What follows belongs to an exercise in optimizing a design on an open flow for small area, a short achievable clock period and few clock cycles; a production flow would make more cautious choices. The RTL was checked by simulation tests, not by an equivalence proof against the original design.

==> 02-27 <==
==> flow/design.v <==
package stbs_pkg;
    localparam int TABLE_DEPTH = 256;
    localparam int KEY_WIDTH   = 32;
    localparam int ADDR_W      = (TABLE_DEPTH > 1) ? $clog2(TABLE_DEPTH) : 1;
    localparam int INDEX_W      = 8;
    localparam int PORT_KEY_W   = 32;
    localparam int RANGE_HIGH_W = 9;
    localparam int BASE_W  = (ADDR_W > INDEX_W) ? ADDR_W : INDEX_W;
    localparam int BOUND_W = BASE_W + 2;
    localparam logic KIND_LOAD   = 1'b0;
    localparam logic KIND_SEARCH = 1'b1;
    typedef enum logic [1:0] {
        ST_IDLE,
        ST_PROBE,
        ST_EMIT
    } state_t;
endpackage
module stbs_ram #(
    parameter int WIDTH = 32,
    parameter int DEPTH = 256,
    localparam int AW   = (DEPTH > 1) ? $clog2(DEPTH) : 1
) (
    input  logic             clk,
    input  logic             we,
    input  logic [AW-1:0]    waddr,
    input  logic [WIDTH-1:0] wdata,
    input  logic             re,
    input  logic [AW-1:0]    raddr,
    output logic [WIDTH-1:0] rdata
);
    logic [WIDTH-1:0] mem [DEPTH];
    logic [WIDTH-1:0] rdata_reg;
    always_ff @(posedge clk) begin
        if (we) begin
            mem[waddr] <= wdata;
        end
        if (re) begin
            rdata_reg <= mem[raddr];
        end
    end
    assign rdata = rdata_reg;
endmodule
module sorted_table_binary_search_top (
    input  logic        aclk,
    input  logic        aresetn,
    input  logic        s_valid,
    output logic        s_ready,
    input  logic        s_kind,
    input  logic [7:0]  s_entry_index,
    input  logic signed [31:0] s_entry_key,
    input  logic signed [31:0] s_search_key,
    input  logic [7:0]  s_range_low,
    input  logic signed [8:0]  s_range_high,
    output logic        m_valid,
    input  logic        m_ready,
    output logic        m_found,
    output logic [7:0]  m_match_index
);
    localparam int AW = stbs_pkg::ADDR_W;
    localparam int BW = stbs_pkg::BOUND_W;
    localparam int KW = stbs_pkg::KEY_WIDTH;
    stbs_pkg::state_t state_reg, state_next;
    logic signed [BW-1:0] lo_reg, lo_next;
    logic signed [BW-1:0] hi_reg, hi_next;
    logic [AW-1:0]        mid_reg, mid_next;
    logic signed [KW-1:0] key_reg, key_next;
    logic       res_found_reg, res_found_next;
    logic [7:0] res_index_reg, res_index_next;
    logic       m_valid_reg, m_valid_next;
    logic       m_found_reg, m_found_next;
    logic [7:0] m_index_reg, m_index_next;
    logic          ram_we;
    logic [AW-1:0] ram_waddr;
    logic [KW-1:0] ram_wdata;
    logic          ram_re;
    logic [KW-1:0] ram_rdata;
    logic s_beat;
    logic load_beat;
    logic search_beat;
    logic out_free;
    logic probe_hit;
    logic probe_gt;
    logic probe_done;
    logic out_load;
    logic signed [BW-1:0] cand_lo;
    logic signed [BW-1:0] cand_hi;
    logic signed [BW-1:0] cand_sum;
    logic                 cand_ok;
    logic signed [BW-1:0] hi_in;
    stbs_ram #(
        .WIDTH (KW),
        .DEPTH (stbs_pkg::TABLE_DEPTH)
    ) u_key_table (
        .clk   (aclk),
        .we    (ram_we),
        .waddr (ram_waddr),
        .wdata (ram_wdata),
        .re    (ram_re),
        .raddr (mid_next),
        .rdata (ram_rdata)
    );
    assign s_beat      = s_valid && s_ready;
    assign load_beat   = s_beat && (s_kind == stbs_pkg::KIND_LOAD);
    assign search_beat = s_beat && (s_kind == stbs_pkg::KIND_SEARCH);
    assign out_free    = !m_valid_reg || m_ready;
    assign probe_hit  = ($signed(ram_rdata) == key_reg);
    assign probe_gt   = ($signed(ram_rdata) > key_reg);
    assign probe_done = probe_hit || !cand_ok;
    always_comb begin
        hi_in = BW'(s_range_high);
        if (hi_in > BW'(stbs_pkg::TABLE_DEPTH - 1)) begin
            hi_in = BW'(stbs_pkg::TABLE_DEPTH - 1);
        end
    end
    always_comb begin
        cand_lo = lo_reg;
        cand_hi = hi_reg;
        if (state_reg == stbs_pkg::ST_IDLE) begin
            cand_lo = BW'(s_range_low);
            cand_hi = hi_in;
        end else if (probe_gt) begin
            cand_hi = BW'(mid_reg) - BW'(1);
        end else begin
            cand_lo = BW'(mid_reg) + BW'(1);
        end
        cand_ok  = (cand_lo <= cand_hi);
        cand_sum = cand_lo + cand_hi;
    end
    always_comb begin
        state_next = state_reg;
        unique case (state_reg)
            stbs_pkg::ST_IDLE: begin
                if (search_beat) begin
                    state_next = cand_ok ? stbs_pkg::ST_PROBE : stbs_pkg::ST_EMIT;
                end
            end
            stbs_pkg::ST_PROBE: begin
                if (probe_done) begin
                    state_next = out_free ? stbs_pkg::ST_IDLE : stbs_pkg::ST_EMIT;
                end
            end
            stbs_pkg::ST_EMIT: begin
                if (out_free) begin
                    state_next = stbs_pkg::ST_IDLE;
                end
            end
            default: state_next = stbs_pkg::ST_IDLE;
        endcase
    end
    always_comb begin
        s_ready   = (state_reg == stbs_pkg::ST_IDLE);
        ram_we    = load_beat &&
                    ({24'd0, s_entry_index} < 32'(stbs_pkg::TABLE_DEPTH));
        ram_waddr = AW'(s_entry_index);
        ram_wdata = KW'(s_entry_key);
        ram_re    = 1'b0;
        lo_next        = cand_lo;
        hi_next        = cand_hi;
        mid_next       = AW'(cand_sum >>> 1);
        key_next       = key_reg;
        res_found_next = res_found_reg;
        res_index_next = res_index_reg;
        out_load       = 1'b0;
        m_found_next   = m_found_reg;
        m_index_next   = m_index_reg;
        unique case (state_reg)
            stbs_pkg::ST_IDLE: begin
                key_next       = KW'(s_search_key);
                ram_re         = search_beat && cand_ok;
                res_found_next = 1'b0;
                res_index_next = '0;
            end
            stbs_pkg::ST_PROBE: begin
                ram_re         = !probe_done;
                res_found_next = probe_hit;
                res_index_next = probe_hit ? 8'(mid_reg) : 8'd0;
                if (probe_done && out_free) begin
                    out_load     = 1'b1;
                    m_found_next = probe_hit;
                    m_index_next = probe_hit ? 8'(mid_reg) : 8'd0;
                end
            end
            stbs_pkg::ST_EMIT: begin
                if (out_free) begin
                    out_load     = 1'b1;
                    m_found_next = res_found_reg;
                    m_index_next = res_index_reg;
                end
            end
            default: ;
        endcase
        if (out_load) begin
            m_valid_next = 1'b1;
        end else if (m_ready) begin
            m_valid_next = 1'b0;
        end else begin
            m_valid_next = m_valid_reg;
        end
    end
    always_ff @(posedge aclk) begin
        if (!aresetn) begin
            state_reg   <= stbs_pkg::ST_IDLE;
            m_valid_reg <= 1'b0;
        end else begin
            state_reg   <= state_next;
            m_valid_reg <= m_valid_next;
        end
    end
    always_ff @(posedge aclk) begin
        lo_reg        <= lo_next;
        hi_reg        <= hi_next;
        if (ram_re) begin
            mid_reg <= mid_next;
        end
        key_reg       <= key_next;
        res_found_reg <= res_found_next;
        res_index_reg <= res_index_next;
        m_found_reg   <= m_found_next;
        m_index_reg   <= m_index_next;
    end
    assign m_valid       = m_valid_reg;
    assign m_found       = m_found_reg;
    assign m_match_index = m_index_reg;
endmodule
==> flow/run.sh <==
#!/bin/bash
# synth_recipe.tcl (not shown) runs the flow's synth.tcl, then flattens the netlist and writes it again
# the make line also repeats each setting of config.mk as NAME=value (left out here)
make -C /OpenROAD-flow-scripts/flow DESIGN_CONFIG=/design/flow/config.mk WORK_HOME=/design/flow/orfs CLKGATE_MAP_FILE= SYNTH_SCRIPT=/design/flow/synth_recipe.tcl finish
==> flow/config.mk <==
export PLATFORM = sky130hd
export DESIGN_NAME = sorted_table_binary_search_top
export DESIGN_NICKNAME = sorted_table_binary_search_top
export VERILOG_FILES = /design/flow/design.v
export SDC_FILE = /design/flow/constraint.sdc
export NUM_CORES = 4
export LEC_CHECK = 0
export CAP_MARGIN = 20
export CORE_MARGIN = 2
export CORE_UTILIZATION = 40
export SETUP_SLACK_MARGIN = 5
export SLEW_MARGIN = 20
export SYNTH_MEMORY_MAX_BITS = 16384
==> flow/constraint.sdc <==
create_clock -name core_clock -period 9.0 [get_ports {aclk}]
set_input_delay 1.8000 -clock core_clock [delete_from_list [all_inputs] [get_ports {aclk}]]
set_output_delay 1.8000 -clock core_clock [all_outputs]
set_load 0.01 [all_outputs]
==> 09-02 (differences from 02-27) <==
--- a/flow/config.mk
+++ b/flow/config.mk
@@ -10,3 +10,2 @@
 export CORE_UTILIZATION = 40
-export SETUP_SLACK_MARGIN = 5
 export SLEW_MARGIN = 20
==> run summary <==
- Run status: finished clean
- In the post-route analysis, the smallest setup slack over all paths is 1.485 ns.
- Endpoint required time on the critical path: 9.86 ns
* Setup repair after global routing missed its margin: true
* Met3 WL post-DR: 88180 um
- The multi-input combinational cells in the finished layout cover a total of 0.07048 mm2.
-- figures above: 02-27

==> run summary <==
* Run status: finished clean
- Data on the critical path is required at its endpoint by 9.87 ns.
- Vertical die dimension: 896.4 um
- Setup repair after global routing left no endpoint under its margin.
- The multi-input combinational cells in the finished layout cover a total of 0.06816 mm2.
-- figures above: 09-02

Testbench counts of 02-27, summed over its fixed seeds: cycles 26,483.
Testbench counts of 09-02, summed over its fixed seeds: cycles 26,483.

-- static timing again, ports no longer ideal --
How much do the figures lean on ideal ports? The routed layouts below were timed once more, with nothing changed but the port constraints.
Step 1 assumes that a clkbuf_16 drives the clock port and a buf_2 every other input.
Step 2 moves the port delays by t, midway between the first and last clock arrival at a register: inputs arrive t later, outputs are due t later. That takes back most of the time a late clock gives input paths.
Three values: ideal ports, drivers, drivers and shift; two values: the first two.
run	t, ns	setup slack, ns	worst hold slack (ns)	worst setup path after step 2	slew at the worst register clock pin (ns)
02-27	1.279	1.485 / 1.485 / 1.485	0.488 / 0.488 / 0.488	register to register	0.07 / 0.07
09-02	1.308	0.299 / 0.299 / 0.299	0.484 / 0.484 / 0.484	register to register	0.07 / 0.07
After both steps setup and hold are still met in every run listed.
